What follows belongs to an exercise in optimizing a design on an open flow for small area, a short achievable clock period and few clock cycles; a production flow would make more cautious choices.
RTL that was checked went through simulation tests only; none was proved equivalent to the original.
Power is estimated from default activity; no workload was simulated.

== the previous run ==
==> flow/design.v <==
`timescale 1ns/1ps
module sparse_mul_top
(
  input  logic                                    clk,
  input  logic                                    rst_n,
  input  logic                                    start,
  output logic                                    busy,
  output logic                                    done,
  input  logic                                    poly_wr_en,
  input  logic [$clog2(64)-1:0]                   poly_wr_addr,
  input  logic [8-1:0]                 poly_wr_data,
  input  logic                                    pos_wr_en,
  input  logic [$clog2(16 / 4)-1:0]                  pos_wr_addr,
  input  logic [4*$clog2(64)-1:0]        pos_wr_data,
  input  logic                                    res_rd_en,
  input  logic [$clog2(64)-1:0]                   res_rd_addr,
  output logic [8-1:0]                 res_rd_data,
  output logic                                    res_rd_valid
);
  localparam int N       = 64;
  localparam int H       = 16;
  localparam int L       = 4;
  localparam int W       = 8;
  localparam int POS_W   = $clog2(64);
  localparam int WORDS   = 16 / 4;
  logic [N-1:0][W-1:0]           a_mem;
  logic [WORDS-1:0][L*POS_W-1:0] pos_mem;
  logic [N-1:0][W-1:0]           acc_v;
  logic [N-1:0]                  acc_c;
  logic [N-1:0][W-1:0]           nxt_v;
  logic [N-1:0]                  nxt_c;
  logic                          busy_q;
  logic                          first_q;    
  logic                          last_q;     
  logic [POS_W:0]                step_q;     
  logic [POS_W-1:0]              idx_q;      
  logic [N-1:0]                  therm_nxt;
  logic [N-1:0]                  padd_q;     
  logic [N-1:0]                  psub_q;     
  logic                          sp_nxt;
  logic                          sm_nxt;
  logic                          go;
  logic [W-1:0]                  rd_q;
  assign busy = busy_q;
  assign go   = start && !busy_q;
  logic                          pw_en_q;
  logic [POS_W-1:0]              pw_addr_q;
  logic [W-1:0]                  pw_data_q;
  always_ff @(posedge clk or negedge rst_n)
  begin
    if (!rst_n)
      pw_en_q <= 1'b0;
    else
      pw_en_q <= poly_wr_en && !busy_q;
  end
  always_ff @(posedge clk)
  begin
    pw_addr_q <= poly_wr_addr;
    pw_data_q <= poly_wr_data;
    for (int k = 0; k < N; k++)
      if (pw_en_q && (pw_addr_q == POS_W'(k)))
        a_mem[k] <= pw_data_q;
    for (int w = 0; w < WORDS; w++)
      if (pos_wr_en && !busy_q && (pos_wr_addr == w))
        pos_mem[w] <= pos_wr_data;
  end
  logic [H-1:0]                  hit;
  logic                          mask;
  for (genvar j = 0; j < H; j++)
  begin : g_hit
    assign hit[j] = (pos_mem[j / L][(j % L) * POS_W +: POS_W] == idx_q);
  end
  assign mask   = busy_q && !first_q && (idx_q == '0);
  assign sp_nxt = |hit[H/2-1:0] && !mask;
  assign sm_nxt = |hit[H-1:H/2] && !mask;
  for (genvar k = 0; k < N; k++)
  begin : g_therm
    assign therm_nxt[k] = !busy_q || ((POS_W+1)'(k) <= step_q);
  end
  always_ff @(posedge clk)
  begin
    for (int k = 0; k < N; k++)
    begin
      padd_q[k] <= therm_nxt[k] ? sp_nxt : sm_nxt;
      psub_q[k] <= therm_nxt[k] ? sm_nxt : sp_nxt;
    end
  end
  always_ff @(posedge clk or negedge rst_n)
  begin
    if (!rst_n)
    begin
      busy_q       <= 1'b0;
      done         <= 1'b0;
      first_q      <= 1'b0;
      last_q       <= 1'b0;
      step_q       <= '0;
      idx_q        <= '0;
      res_rd_valid <= 1'b0;
    end
    else
    begin
      done         <= last_q;
      first_q      <= go;
      res_rd_valid <= res_rd_en && !busy_q;
      if (go)
        busy_q <= 1'b1;
      else if (last_q)
        busy_q <= 1'b0;
      if (busy_q && !last_q)
        step_q <= step_q + 1'b1;
      else
        step_q <= '0;
      last_q <= busy_q && (step_q == (POS_W+1)'(N - 1));
      if (go || (busy_q && !last_q))
        idx_q <= idx_q - 1'b1;
      else
        idx_q <= '0;
    end
  end
  for (genvar k = 0; k < N; k++)
  begin : g_step
    logic [W-1:0]   v;
    logic           c;
    logic           neg;
    logic           en;
    logic           flip;
    logic [W-1:0]   am;
    logic [W-3:0]   ones;
    logic [W-1:0]   y;
    logic [W:0]     sum;
    assign v    = acc_v[(k + N - 1) % N];
    assign c    = acc_c[(k + N - 1) % N];
    assign neg  = psub_q[k];
    assign en   = padd_q[k] || psub_q[k];
    assign am   = a_mem[k];
    assign flip = c ^ neg;
    for (genvar i = 0; i < W - 2; i++)
    begin : g_ones
      assign ones[i] = &am[i+1:2] | (i == 0);
    end
    always_comb
    begin
      for (int i = 0; i < 2; i++)
        y[i] = en && (am[i] ^ neg);
      for (int i = 2; i < W; i++)
        y[i] = en && (am[i] ^ neg ^ (flip && ones[i-2]));
      y[2] = en ? (am[2] ^ c) : c;
    end
    logic [W-1:0]   g0, p0;
    logic [W-1:0]   g1, p1, g2, p2, g3, p3;
    logic [W:0]     cy;
    assign g0 = v & y;
    assign p0 = v ^ y;
    always_comb
    begin
      g1 = g0; p1 = p0;
      g1[0] = g0[0] | (p0[0] & c);
      p1[0] = 1'b0;
      for (int i = 1; i < W; i += 2) begin g1[i] = g0[i] | (p0[i] & g1[i-1]); p1[i] = p0[i] & p1[i-1]; end
      g2 = g1; p2 = p1;
      for (int i = 2; i < W; i++) if (i % 4 >= 2) begin g2[i] = g1[i] | (p1[i] & g1[(i/4)*4+1]); p2[i] = p1[i] & p1[(i/4)*4+1]; end
      g3 = g2; p3 = p2;
      for (int i = 4; i < W; i++) if (i % 8 >= 4) begin g3[i] = g2[i] | (p2[i] & g2[(i/8)*8+3]); p3[i] = p2[i] & p2[(i/8)*8+3]; end
    end
    assign cy  = {g3, c};
    assign sum = {cy[W], p0 ^ cy[W-1:0]};
    assign nxt_v[k] = sum[W-1:0];
    assign nxt_c[k] = sum[W];
  end
  always_ff @(posedge clk)
  begin
    if (busy_q || go)
    begin
      for (int k = 0; k < N; k++)
      begin
        acc_v[k] <= go ? W'(0) : nxt_v[k];
        acc_c[k] <= go ? 1'b0  : nxt_c[k];
      end
    end
  end
  logic [N-1:0]                  fix;
  logic [W-1:0]                  sel_v;
  logic                          sel_c;
  logic                          sel_fix;
  for (genvar k = 0; k < N; k++)
  begin : g_fix
    assign fix[k] = acc_c[k] || (acc_v[k] >= W'(251));
  end
  assign sel_v   = acc_v[res_rd_addr];
  assign sel_c   = acc_c[res_rd_addr];
  assign sel_fix = fix[res_rd_addr];
  logic                          sel_lo;
  logic [3:0]                    rd_x;
  assign sel_lo = sel_v[1] && sel_v[0];
  always_ff @(posedge clk)
  begin
    rd_q[W-1:4] <= sel_fix ? 4'd0 : sel_v[W-1:4];
    rd_q[3]     <= !sel_fix && sel_v[3];
    rd_q[2:1]   <= sel_v[2:1];
    rd_q[0]     <= sel_v[0] ^ sel_fix;
    rd_x[3]     <= sel_fix && sel_c && (sel_v[2] || sel_lo);
    rd_x[2]     <= sel_fix && !sel_lo;
    rd_x[1]     <= sel_fix && sel_v[0];
    rd_x[0]     <= 1'b0;
  end
  assign res_rd_data[W-1:4] = rd_q[W-1:4];
  assign res_rd_data[3]     = rd_q[3] || rd_x[3];
  assign res_rd_data[2:1]   = rd_q[2:1] ^ rd_x[2:1];
  assign res_rd_data[0]     = rd_q[0];
endmodule
clock: 5.0 ns
lec_check: 0
cap_margin: 20
core_margin: 2
core_utilization: 55
setup_slack_margin: 2.5
slew_margin: 20
run.sh (not shown) runs the stock make flow with config.mk's settings and CLKGATE_MAP_FILE= SYNTH_SCRIPT=/design/flow/synth_recipe.tcl, a recipe that flattens the netlist after the stock synthesis.
Changes in the current run relative to the previous run:
--- a/flow/design.v
+++ b/flow/design.v
@@ -44,21 +44,9 @@
   assign busy = busy_q;
   assign go   = start && !busy_q;
-  logic                          pw_en_q;
-  logic [POS_W-1:0]              pw_addr_q;
-  logic [W-1:0]                  pw_data_q;
-  always_ff @(posedge clk or negedge rst_n)
-  begin
-    if (!rst_n)
-      pw_en_q <= 1'b0;
-    else
-      pw_en_q <= poly_wr_en && !busy_q;
-  end
   always_ff @(posedge clk)
   begin
-    pw_addr_q <= poly_wr_addr;
-    pw_data_q <= poly_wr_data;
     for (int k = 0; k < N; k++)
-      if (pw_en_q && (pw_addr_q == POS_W'(k)))
-        a_mem[k] <= pw_data_q;
+      if (poly_wr_en && !busy_q && (poly_wr_addr == POS_W'(k)))
+        a_mem[k] <= poly_wr_data;
     for (int w = 0; w < WORDS; w++)
       if (pos_wr_en && !busy_q && (pos_wr_addr == w))
@@ -190,21 +178,18 @@
   assign sel_c   = acc_c[res_rd_addr];
   assign sel_fix = fix[res_rd_addr];
-  logic                          sel_lo;
-  logic [3:0]                    rd_x;
-  assign sel_lo = sel_v[1] && sel_v[0];
+  logic                          rd_c;
+  logic                          rd_fix;
+  logic                          lo_and;
   always_ff @(posedge clk)
   begin
-    rd_q[W-1:4] <= sel_fix ? 4'd0 : sel_v[W-1:4];
-    rd_q[3]     <= !sel_fix && sel_v[3];
-    rd_q[2:1]   <= sel_v[2:1];
-    rd_q[0]     <= sel_v[0] ^ sel_fix;
-    rd_x[3]     <= sel_fix && sel_c && (sel_v[2] || sel_lo);
-    rd_x[2]     <= sel_fix && !sel_lo;
-    rd_x[1]     <= sel_fix && sel_v[0];
-    rd_x[0]     <= 1'b0;
+    rd_q   <= sel_v;
+    rd_c   <= sel_c;
+    rd_fix <= sel_fix;
   end
-  assign res_rd_data[W-1:4] = rd_q[W-1:4];
-  assign res_rd_data[3]     = rd_q[3] || rd_x[3];
-  assign res_rd_data[2:1]   = rd_q[2:1] ^ rd_x[2:1];
-  assign res_rd_data[0]     = rd_q[0];
+  assign lo_and = rd_q[1] && rd_q[0];
+  assign res_rd_data[W-1:4] = rd_fix ? 4'd0 : rd_q[W-1:4];
+  assign res_rd_data[3]     = rd_fix ? (rd_c && (rd_q[2] || lo_and)) : rd_q[3];
+  assign res_rd_data[2]     = rd_q[2] ^ (rd_fix && !lo_and);
+  assign res_rd_data[1]     = rd_q[1] ^ (rd_fix && rd_q[0]);
+  assign res_rd_data[0]     = rd_q[0] ^ rd_fix;
 endmodule
==> run summary <==
Of the two values seen for class of the most critical hold timing path, in -> async was produced by the current run and reg -> reg by the previous run. The final layouts of the current run and the previous run pass the timing, DRC and antenna checks. From the previous run to the current run the numbers moved as follows: combined global-route utilization of all metal layers fell by 1.0 points, die area -0.63%, sequential cell count shows a reduction of 16, placer congestion estimate now sits lower, first-pass GRT wire length shrank by about 2.3%. Delta (the current run minus the previous run): share of cell area taken by flip-flops and latches held; number of levels the H-tree was split into held; data required time at the worst endpoint went down 1.43 ns; area occupied by registers went down 0.91%; synthesized cell count went down 0.76%.
Testbench counts of the current run, summed over its fixed seeds: cycles 6,752.
The RTL of the previous run was laid out without a check of its function.

RTL: the design.v shown in full above, as it stands there.
make LEC_CHECK=0 CAP_MARGIN=20 CORE_MARGIN=2 CORE_UTILIZATION=55 SETUP_SLACK_MARGIN=2.2 SLEW_MARGIN=20 finish   # period 5.0 ns
The first run completed with no timing, DRC or antenna violations.
Then changed:
--- a/flow/design.v
+++ b/flow/design.v
@@ -33,8 +33,9 @@
   logic                          first_q;    
   logic                          last_q;     
   logic [POS_W:0]                step_q;     
   logic [POS_W-1:0]              idx_q;      
+  logic [N-1:0]                  therm_q;    
   logic [N-1:0]                  therm_nxt;
   logic [N-1:0]                  padd_q;     
   logic [N-1:0]                  psub_q;     
   logic                          sp_nxt;
@@ -42,24 +43,26 @@
   logic                          go;
   logic [W-1:0]                  rd_q;
   assign busy = busy_q;
   assign go   = start && !busy_q;
-  logic                          pw_en_q;
-  logic [POS_W-1:0]              pw_addr_q;
+  logic [7:0]                    pw_hi_q;
+  logic [7:0]                    pw_lo_q;
   logic [W-1:0]                  pw_data_q;
   always_ff @(posedge clk or negedge rst_n)
   begin
     if (!rst_n)
-      pw_en_q <= 1'b0;
+      pw_hi_q <= '0;
     else
-      pw_en_q <= poly_wr_en && !busy_q;
-  end
-  always_ff @(posedge clk)
-  begin
-    pw_addr_q <= poly_wr_addr;
+      for (int i = 0; i < 8; i++)
+        pw_hi_q[i] <= poly_wr_en && !busy_q && (poly_wr_addr[5:3] == 3'(i));
+  end
+  always_ff @(posedge clk)
+  begin
+    for (int i = 0; i < 8; i++)
+      pw_lo_q[i] <= (poly_wr_addr[2:0] == 3'(i));
     pw_data_q <= poly_wr_data;
     for (int k = 0; k < N; k++)
-      if (pw_en_q && (pw_addr_q == POS_W'(k)))
+      if (pw_hi_q[k / 8] && pw_lo_q[k % 8])
         a_mem[k] <= pw_data_q;
     for (int w = 0; w < WORDS; w++)
       if (pos_wr_en && !busy_q && (pos_wr_addr == w))
         pos_mem[w] <= pos_wr_data;
@@ -72,14 +75,12 @@
   end
   assign mask   = busy_q && !first_q && (idx_q == '0);
   assign sp_nxt = |hit[H/2-1:0] && !mask;
   assign sm_nxt = |hit[H-1:H/2] && !mask;
-  for (genvar k = 0; k < N; k++)
-  begin : g_therm
-    assign therm_nxt[k] = !busy_q || ((POS_W+1)'(k) <= step_q);
-  end
-  always_ff @(posedge clk)
-  begin
+  assign therm_nxt = !busy_q ? '1 : first_q ? N'(1) : {therm_q[N-2:0], 1'b1};
+  always_ff @(posedge clk)
+  begin
+    therm_q <= therm_nxt;
     for (int k = 0; k < N; k++)
     begin
       padd_q[k] <= therm_nxt[k] ? sp_nxt : sm_nxt;
       psub_q[k] <= therm_nxt[k] ? sm_nxt : sp_nxt;
The changed run went through all stages and came out clean.
Routed wire length falls by 7.0%.
Die area rises by 1.4%.
Worst setup slack improves by 0.12 ns.
Sequential power falls by about 8%.
Clock skew rises by 0.0061 ns.
Testbench counts after the change, summed over its fixed seeds: cycles 6,752.
Function not checked in the first run of this note: the RTL went through the layout flow alone.

-- separate check: timing with driven ports --
No port has a modelled driver above. Below, the same layouts with a new extraction and two added sets of constraints. Step 1 assumes that a clkbuf_16 drives the clock port and a buf_2 every other input. Step 2 adds t to the input delays and takes it off the output delays; t is the mean of the earliest and latest rising clock arrival at the registers after step 1. Input paths then give back, and output paths get back, about the clock's delay inside the block. Three values: no drivers, after step 1, after step 2; two values: the first two.
run | t (ns) | slack for setup (ns) | worst hold slack (ns) | clock arrival spread, ns | worst register clock-pin slew, ns
the previous run | 0.883 | 2.088 / 2.088 / 1.292 | 0.421 / 0.421 / 0.421 | 0.038 / 0.037 | 0.07 / 0.07
the current run | 0.892 | 2.151 / 2.058 / 1.447 | 0.585 / 0.513 / 0.629 | 0.034 / 0.034 | 0.07 / 0.07
the first run of note 2 | 0.891 | 2.126 / 2.126 / 1.251 | 0.477 / 0.477 / 0.477 | 0.033 / 0.033 | 0.07 / 0.07
the second run of note 2 | 0.899 | 2.248 / 2.119 / 1.220 | 0.209 / 0.145 / 0.386 | 0.046 / 0.046 | 0.07 / 0.07
After both steps setup and hold are still met in every run listed. For the second run of note 2, which loses most, drivers alone change the setup slack by -0.129 ns; drivers and shift together by -1.028 ns.
